What follows belongs to an exercise in optimizing a design on an open flow for small area and a short achievable clock period; a production flow would make more cautious choices. Function was checked by simulation only, so behaviour that the tests miss may differ from the original. No activity file was given, so power comes from the tool's default toggle rates.

## v6
==> flow/design.v (excerpt) <==
module coreTop #(
	parameter logic [31:0] resetAddress = '0
) (
	input logic clk,
	input logic reset,
	input corePkg::wordT instr,
	output corePkg::wordT pc,
	output logic regWriteEnable,
	output corePkg::regIndexT writeReg,
	output corePkg::wordT writeData
);
==> module registerFile, before the edit <==
module registerFile (
	input logic clk,
	input logic reset,
	input corePkg::regIndexT srcA,
	input corePkg::regIndexT srcB,
	input corePkg::regIndexT writeReg,
	input logic regWriteEnable,
	input corePkg::wordT writeData,
	input logic useImmediate,
	input logic useRegister,
	input corePkg::wordT immediate,
	output corePkg::wordT operandA,
	output corePkg::wordT second,
	output logic secondTooWide
);
	corePkg::wordT regs [corePkg::regCount];
	logic [corePkg::regCount-1:0] tooWide;
	logic [corePkg::regCount-1:0] valid;
	logic [corePkg::regCount-1:0] writeSel;
	logic [corePkg::regCount-1:0] selA;
	logic [corePkg::regCount-1:0] selB;
	always_comb begin
		for (int i = 0; i < corePkg::regCount; i++)
			writeSel[i] = regWriteEnable && (writeReg == corePkg::regIndexT'(i));
	end
	readSelect decodeA (
		.index(srcA),
		.valid(valid),
		.sel(selA)
	);
	readSelect decodeB (
		.index(srcB),
		.valid(valid),
		.sel(selB)
	);
	always_ff @(posedge clk) begin
		for (int i = 0; i < corePkg::regCount; i++) begin
			if (writeSel[i]) begin
				regs[i] <= writeData;
				tooWide[i] <= |writeData[31:5];
			end
		end
	end
	always_ff @(posedge clk) begin
		if (reset)
			valid <= '0;
		else
			valid <= valid | writeSel;
	end
	corePkg::wordT readB;
	always_comb begin
		operandA = '0;
		readB = '0;
		for (int i = 0; i < corePkg::regCount; i++) begin
			operandA = operandA | (regs[i] & {corePkg::wordWidth{selA[i]}});
			readB = readB | (regs[i] & {corePkg::wordWidth{selB[i]}});
		end
	end
	assign secondTooWide = (useRegister && |(tooWide & selB))
		|| (useImmediate && |immediate[11:5]);
	assign second = (readB & {corePkg::wordWidth{useRegister}})
		| (immediate & {corePkg::wordWidth{useImmediate}});
endmodule
==> module executeUnit, before the edit <==
module executeUnit (
	input corePkg::wordT operandA,
	input corePkg::wordT second,
	input logic secondTooWide,
	input logic isAdd,
	input logic isRsub,
	input logic isAnd,
	input logic isSll,
	input logic isSrl,
	input logic isLink,
	input corePkg::wordT pcPlusOne,
	output corePkg::wordT writeData,
	output corePkg::wordT writeDataReg
);
	corePkg::wordT sumN;
	corePkg::wordT earlyN;
	corePkg::wordT level1;
	corePkg::wordT level2;
	corePkg::wordT leftN;
	corePkg::wordT rightN;
	corePkg::wordT shiftIn;
	logic [3:0] sel1;
	logic [3:0] sel2;
	logic shiftTooWide;
	logic selSllLo, selSllHi, selSrlLo, selSrlHi;
	prefixAdder adder (
		.a(second),
		.b(operandA),
		.invB(isRsub),
		.enable(isAdd | isRsub),
		.sumN(sumN)
	);
	assign shiftTooWide = secondTooWide;
	always_comb begin
		for (int k = 0; k < 4; k++) begin
			sel1[k] = (second[1:0] == 2'(k));
			sel2[k] = (second[3:2] == 2'(k));
		end
	end
	assign selSllLo = isSll & ~shiftTooWide & ~second[4];
	assign selSllHi = isSll & ~shiftTooWide & second[4];
	assign selSrlLo = isSrl & ~shiftTooWide & ~second[4];
	assign selSrlHi = isSrl & ~shiftTooWide & second[4];
	always_comb begin
		for (int i = 0; i < corePkg::wordWidth; i++)
			shiftIn[i] = isSrl ? operandA[corePkg::wordWidth-1-i] : operandA[i];
	end
	shiftLevel #(.step(1)) shift1 (
		.a(shiftIn),
		.sel(sel1),
		.y(level1)
	);
	shiftLevel #(.step(4)) shift2 (
		.a(level1),
		.sel(sel2),
		.y(level2)
	);
	always_comb begin
		for (int i = 0; i < corePkg::wordWidth; i++) begin
			earlyN[i] = ~((isAnd & operandA[i] & second[i]) | (isLink & pcPlusOne[i]));
			leftN[i] = ~((selSllLo & level2[i]) | (selSllHi & (i >= 16 ? level2[(i + 16) % 32] : 1'b0)));
			rightN[i] = ~((selSrlLo & level2[31 - i]) | (selSrlHi & (i <= 15 ? level2[(47 - i) % 32] : 1'b0)));
		end
	end
	for (genvar i = 0; i < corePkg::wordWidth; i++) begin : result
		nand4Cell pick (
			.a(sumN[i]),
			.b(earlyN[i]),
			.c(leftN[i]),
			.d(rightN[i]),
			.y(writeData[i])
		);
		nand4Cell pickReg (
			.a(sumN[i]),
			.b(earlyN[i]),
			.c(leftN[i]),
			.d(rightN[i]),
			.y(writeDataReg[i])
		);
	end
endmodule
==> module coreTop, before the edit <==
module coreTop #(
	parameter logic [31:0] resetAddress = '0
) (
	input logic clk,
	input logic reset,
	input corePkg::wordT instr,
	output corePkg::wordT pc,
	output logic regWriteEnable,
	output corePkg::regIndexT writeReg,
	output corePkg::wordT writeData
);
	logic isAdd, isRsub, isAnd, isSll, isSrl, isJ, isJal, isJalr, isJr;
	corePkg::wordT operandA;
	corePkg::wordT second;
	corePkg::wordT immediate;
	logic useImmediate;
	logic useRegister;
	corePkg::wordT pcPlusOne;
	corePkg::wordT writeDataReg;
	logic secondTooWide;
	instructionDecoder decoder (
		.opcode(instr[31:23]),
		.isAdd(isAdd),
		.isRsub(isRsub),
		.isAnd(isAnd),
		.isSll(isSll),
		.isSrl(isSrl),
		.isJ(isJ),
		.isJal(isJal),
		.isJalr(isJalr),
		.isJr(isJr)
	);
	assign regWriteEnable = isAdd | isRsub | isAnd | isSll | isSrl | isJal | isJalr;
	assign writeReg = isJal ? 4'd0 : instr[22:19];
	assign useImmediate = (instr[18:16] == 3'b000);
	assign useRegister = |instr[18:16];
	assign immediate = {{20{instr[15] & (isAdd | isRsub)}}, instr[15:4]};
	registerFile regFile (
		.clk(clk),
		.reset(reset),
		.srcA(instr[3:0]),
		.srcB(instr[7:4]),
		.writeReg(writeReg),
		.regWriteEnable(regWriteEnable),
		.writeData(writeDataReg),
		.useImmediate(useImmediate),
		.useRegister(useRegister),
		.immediate(immediate),
		.operandA(operandA),
		.second(second),
		.secondTooWide(secondTooWide)
	);
	executeUnit execute (
		.operandA(operandA),
		.second(second),
		.secondTooWide(secondTooWide),
		.isAdd(isAdd),
		.isRsub(isRsub),
		.isAnd(isAnd),
		.isSll(isSll),
		.isSrl(isSrl),
		.isLink(isJal | isJalr),
		.pcPlusOne(pcPlusOne),
		.writeData(writeData),
		.writeDataReg(writeDataReg)
	);
	programCounter #(
		.resetAddress(resetAddress)
	) pcUnit (
		.clk(clk),
		.reset(reset),
		.jump(isJ | isJal),
		.jumpReg(isJalr | isJr),
		.jumpField(instr[22:0]),
		.operandA(operandA),
		.pc(pc),
		.pcPlusOne(pcPlusOne)
	);
endmodule
==> flow/config.mk <==
export PLATFORM = sky130hd
export DESIGN_NAME = coreTop
export DESIGN_NICKNAME = coreTop
export VERILOG_FILES = /design/flow/design.v
export SDC_FILE = /design/flow/constraint.sdc
export NUM_CORES = 4
export LEC_CHECK = 0
export CAP_MARGIN = 20
export CORE_MARGIN = 2
export CORE_UTILIZATION = 45
export CTS_CLUSTER_DIAMETER = 100
export CTS_CLUSTER_SIZE = 22
export SETUP_SLACK_MARGIN = 2.5
export SLEW_MARGIN = 20
export SYNTH_HIERARCHICAL = 1
==> flow/constraint.sdc <==
create_clock -name core_clock -period 12.0 [get_ports {clk}]
set_input_delay 2.4000 -clock core_clock [delete_from_list [all_inputs] [get_ports {clk}]]
set_output_delay 2.4000 -clock core_clock [all_outputs]
set_load 0.01 [all_outputs]
standard.sh (not shown) runs the stock make flow with config.mk's settings and CLKGATE_MAP_FILE= SYNTH_SCRIPT=/design/flow/synth_recipe.tcl, a recipe that flattens the netlist after the stock synthesis.
==> flow/flow/run.sh <==
#!/bin/bash
# The standard layout (the standard.sh, all ORFS steps), with the port buffers that
# buffer_ports inserts made plain buf_4 cells instead of the library's default pick.
set -euo pipefail
export BUFFER_PORTS_ARGS="-buffer_cell sky130_fd_sc_hd__buf_4"
bash standard.sh finish > standard_flow.log 2>&1
Setup changes, v6 to v7
-- flow/design.v --
<<< v6, line 51
	input corePkg::wordT immediate,
	output corePkg::wordT operandA,
	output corePkg::wordT second,
	output logic secondTooWide
);
	corePkg::wordT regs [corePkg::regCount];
	logic [corePkg::regCount-1:0] tooWide;
	logic [corePkg::regCount-1:0] valid;
	logic [corePkg::regCount-1:0] writeSel;
>>> v7, line 51
	input corePkg::wordT immediate,
	output corePkg::wordT operandA,
	output corePkg::wordT second
);
	corePkg::wordT regs [corePkg::regCount];
	logic [corePkg::regCount-1:0] valid;
	logic [corePkg::regCount-1:0] writeSel;
<<< v6, line 76
	always_ff @(posedge clk) begin
		for (int i = 0; i < corePkg::regCount; i++) begin
			if (writeSel[i]) begin
				regs[i] <= writeData;
				tooWide[i] <= |writeData[31:5];
			end
		end
	end
>>> v7, line 74
	always_ff @(posedge clk) begin
		for (int i = 0; i < corePkg::regCount; i++) begin
			if (writeSel[i])
				regs[i] <= writeData;
		end
	end
<<< v6, line 97
		end
	end
	assign secondTooWide = (useRegister && |(tooWide & selB))
		|| (useImmediate && |immediate[11:5]);
	assign second = (readB & {corePkg::wordWidth{useRegister}})
		| (immediate & {corePkg::wordWidth{useImmediate}});
>>> v7, line 93
		end
	end
	assign second = (readB & {corePkg::wordWidth{useRegister}})
		| (immediate & {corePkg::wordWidth{useImmediate}});
<<< v6, line 116
	input corePkg::wordT operandA,
	input corePkg::wordT second,
	input logic secondTooWide,
	input logic isAdd,
	input logic isRsub,
>>> v7, line 110
	input corePkg::wordT operandA,
	input corePkg::wordT second,
	input logic isAdd,
	input logic isRsub,
<<< v6, line 145
		.sumN(sumN)
	);
	assign shiftTooWide = secondTooWide;
	always_comb begin
		for (int k = 0; k < 4; k++) begin
>>> v7, line 138
		.sumN(sumN)
	);
	assign shiftTooWide = |second[31:5];
	always_comb begin
		for (int k = 0; k < 4; k++) begin
<<< v6, line 758
	corePkg::wordT pcPlusOne;
	corePkg::wordT writeDataReg;
	logic secondTooWide;
	instructionDecoder decoder (
		.opcode(instr[31:23]),
>>> v7, line 751
	corePkg::wordT pcPlusOne;
	corePkg::wordT writeDataReg;
	instructionDecoder decoder (
		.opcode(instr[31:23]),
<<< v6, line 788
		.immediate(immediate),
		.operandA(operandA),
		.second(second),
		.secondTooWide(secondTooWide)
	);
	executeUnit execute (
		.operandA(operandA),
		.second(second),
		.secondTooWide(secondTooWide),
		.isAdd(isAdd),
		.isRsub(isRsub),
>>> v7, line 780
		.immediate(immediate),
		.operandA(operandA),
		.second(second)
	);
	executeUnit execute (
		.operandA(operandA),
		.second(second),
		.isAdd(isAdd),
		.isRsub(isRsub),
[summary]
Per the comparison of v7 with v6, flip-flop and latch share of the layout cell area down 1.1 points, post-detailed-routing wire length closely matched the old numbers, final period demand of the worst path picked up an extra 0.13 ns, worst setup margin lower.
Max post-synthesis share of cell area spent on and, or, nand and nor gates across v7 and v6: v7
The count of fill cells added during filler insertion of v7 is lower than that of v6.
Delta (v7 minus v6): clock network power went up by about 4%, pre-CTS worst setup slack climbed 0.029 ns.

## static timing again, ports no longer ideal
How much do the figures lean on ideal ports? The routed layouts below were timed once more, with nothing changed but the port constraints.
Step 1: set_driving_cell puts a clkbuf_16 on clk and a buf_2 on each other input, an assumption about the parent block.
Step 2 adds t to the input delays and takes it off the output delays; t is the mean of the earliest and latest rising clock arrival at the registers after step 1. Input paths then give back, and output paths get back, about the clock's delay inside the block.
Slacks: ideal ports / drivers / drivers and shift; pairs: ideal ports / drivers.
run | t, ns | setup slack, ns | pins driven straight from the clock port
v6 | 0.707 | 2.546 / 2.514 / 2.316 | 1
v7 | 0.718 | 2.414 / 2.386 / 2.386 | 1
After both steps setup and hold are still met in every run listed. The setup slack of v6, which loses most, moves by -0.032 ns with the drivers and by -0.230 ns with both steps.
